This is an optimization exercise on Yosys and OpenROAD, whose aim is small area, a short achievable clock period and few clock cycles, not a production implementation.
Function was checked by simulation only, so behaviour that the tests miss may differ from the original.
Power is estimated from default activity; no workload was simulated.

## run A
Design hart_mem_sys, start of the top module:
module hart_mem_sys (
    input  logic                   i_clk,
    input  logic                   i_rst_n,
    input  logic [31:0]            i_fetch_addr,
    output logic [31:0]            o_fetch_inst,
    output logic                   o_fetch_busy,
    input  logic                   i_ls_read,
    input  logic                   i_ls_write,
    input  logic [31:0]            i_ls_addr,
    input  logic [31:0]            i_ls_wdata,
    input  logic [1:0]             i_ls_size,
    input  logic                   i_ls_unsigned,
    output logic [31:0]            o_ls_rdata,
    output logic                   o_ls_trap,
    output logic                   o_ls_busy,
    output logic                   o_mem_ren,
    output logic                   o_mem_wen,
    output logic [31:0]            o_mem_addr,
    output logic [31:0]            o_mem_wdata,
    input  logic [31:0]            i_mem_rdata,
    input  logic                   i_mem_valid,
    input  logic                   i_mem_ready
);
Size in the first run: ~8 flip-flops, ~270 I/O pins.
Settings: LEC_CHECK=0, ABC_AREA=1, CAP_MARGIN=20, CORE_MARGIN=2, CORE_UTILIZATION=25, CTS_BUF_LIST=sky130_fd_sc_hd__clkbuf_2, PLACE_DENSITY=0.8, SETUP_SLACK_MARGIN=2.5, SLEW_MARGIN=20, SYNTH_HIERARCHICAL=1, SYNTH_MINIMUM_KEEP_SIZE=0; clock period 6.0 ns.
standard.sh (not shown) runs the stock make flow with config.mk's settings and CLKGATE_MAP_FILE= SYNTH_SCRIPT=/design/flow/synth_recipe.tcl, a recipe that flattens the netlist after the stock synthesis.
==> flow/flow/run.sh <==
#!/bin/bash
set -euo pipefail
export BUFFER_PORTS_ARGS="-buffer_cell sky130_fd_sc_hd__buf_1"
bash standard.sh MATCH_CELL_FOOTPRINT=0 REMOVE_ABC_BUFFERS=1 finish > standard_flow.log 2>&1
Testbench counts of run A, summed over its fixed seeds: cycles 137,032.
The following lists how run B was set up differently from run A:
Settings: swapping 1 for 0 in ABC_AREA.
==> flow/flow/run.sh <==
#!/bin/bash
set -euo pipefail
export BUFFER_PORTS_ARGS="-buffer_cell sky130_fd_sc_hd__buf_1"
bash standard.sh MATCH_CELL_FOOTPRINT=0 finish > standard_flow.log 2>&1
### Flow results
- [compare] base=run A new=run B: final area has remained practically unchanged, post-CTS setup-driven buffer insertion count has increased, final design utilization has increased, met3 usage in global routing has increased.
- The setup slack in run B was lower than what run A gave.
- The sequential share of cell area on run A is in line with that on run B.
- Diff run A -> run B: final-layout clock-cell area share essentially unchanged, post-synthesis to final-layout area growth increased 6.4 points, later-pin clock latency in the skew report essentially unchanged, synthesized cell count decreased 181.
Relative to run B, the following input files were edited for run C:
Settings: GPL_TIMING_DRIVEN now 0, previously not set; ABC_AREA now 1, was 0.
Notes after the runs:
- Every run in the comparison, run B and run C, completed the flow with a clean layout.
- Floorplan die height: run C vs run B up about 2.3%
- In run C relative to run B, sequential cell area had gone down by a few percent.
- Measured against run C, the wire length of the first global-routing pass of run B comes out at 0.941 times the reference value.
- Run C ended with more number of non-clock buffers in the layout than run B.
- The number of stages on the worst setup path reported for run C is greater than that of run B by 2.
- Comparing run B and run C, the lower post-detailed-placement cell area was measured on run B.
- Run C: hold slack lower than run B
Here is what was changed in the inputs of run D compared with run C.
Settings: swapping 2.5 for 2.6 in SETUP_SLACK_MARGIN; putting TNS_END_PERCENT at 0 where nothing was set; clearing GPL_TIMING_DRIVEN, which used to be 0.
Results
Against run C, cell area after layout in run D fell by a few percent.
Run D reports a higher wire length reported by the detailed router than run C does.
Global-route wire length before repair, run C and run D: lower on run D
In the metrics for run C and run D, the one carrying the lower global-route usage is run C.
Per the comparison of run D with run C, worst setup slack increased 0.063 ns, cell count decreased 39, pin count of the biggest net entering global routing increased 13.
Sequential share of layout area up 0.37 points in run D wrt run C
Power dissipated in combinational cells: run D < run C
Power, run C and run D: smaller value in run D
Cell at the slowest stage of the critical path: sky130_fd_sc_hd__buf_1 -> run C, sky130_fd_sc_hd__a21boi_2 -> run D
On synthesis-to-finish area growth: run D sits below run C.
Here is what was changed in the inputs of run E compared with run D.
Settings: a change of SETUP_SLACK_MARGIN from 2.6 to 2.65.
==> comparison <==
- Part of the cycle the worst path needs delta (run E -> run D): insignificant
- Final routed wire length divided by cell count went up slightly going from run D to run E.
- In the final reports, the cell area of run E is larger than that of run D.
- On highest attainable clock frequency, run D and run E are neck and neck.
- Compared run E against run D; setup slack within noise.
- In run E the layout overhead on the synthesized area turned out 0.94 points higher than in run D.
- Relative to run D, wire length increased by 100 um in run E.
#### Input delta (run F over run E)
Settings: ABC_AREA changed from 1 to 0; TNS_END_PERCENT removed (was 0); SETUP_SLACK_MARGIN changed from 2.65 to 2.4.
- In the flow results for run E and run F, the power drawn by the sequential cells is larger on run F.
- Of run E and run F, the higher gate count of the mapped netlist belongs to run E.
- For run F, the last element of the critical path was o_ls_rdata[25], unlike run E, where it was o_ls_rdata[22].
- Clock network area share across run E and run F: no real change.
- From run E to run F the numbers moved as follows: routed wire length -4.7%; worst setup slack after layout -0.47 ns; post-synthesis mux area share +17 points; non-clock buffering overhead in the final layout +2.4 points.
- Compared with run E, run F shows a sequential share of the synthesized area that is 0.34 points higher.
- | sequential share of layout area | run F vs run E | ≈ equal |

-- what the ideal ports hide --
The flow's constraints put no driver on any port. The routed layouts listed below were extracted and timed again, unchanged, in two steps. Step 1: set_driving_cell puts a clkbuf_16 on i_clk and a buf_2 on each other input, an assumption about the parent block. Step 2 times the ports against the registers' clock, not the clock port: input delays grow and output delays shrink by t, the midpoint of the rising clock arrivals with the driver on. Slacks: no drivers / after step 1 / after step 2; pairs: no drivers / after step 1.
run	t (ns)	setup WS [ns]	cell pins on the clock port's net
run A	0.251	2.574 / 2.552 / 2.552	1
run B	0.249	2.263 / 2.231 / 2.231	1
run C	0.258	2.581 / 2.560 / 2.560	1
run D	0.248	2.645 / 2.622 / 2.622	1
run E	0.247	2.644 / 2.621 / 2.621	1
run F	0.251	2.172 / 2.134 / 2.134	1
After both steps setup and hold are still met in every run listed. For run F, which loses most, drivers alone change the setup slack by -0.038 ns; drivers and shift together by -0.038 ns.
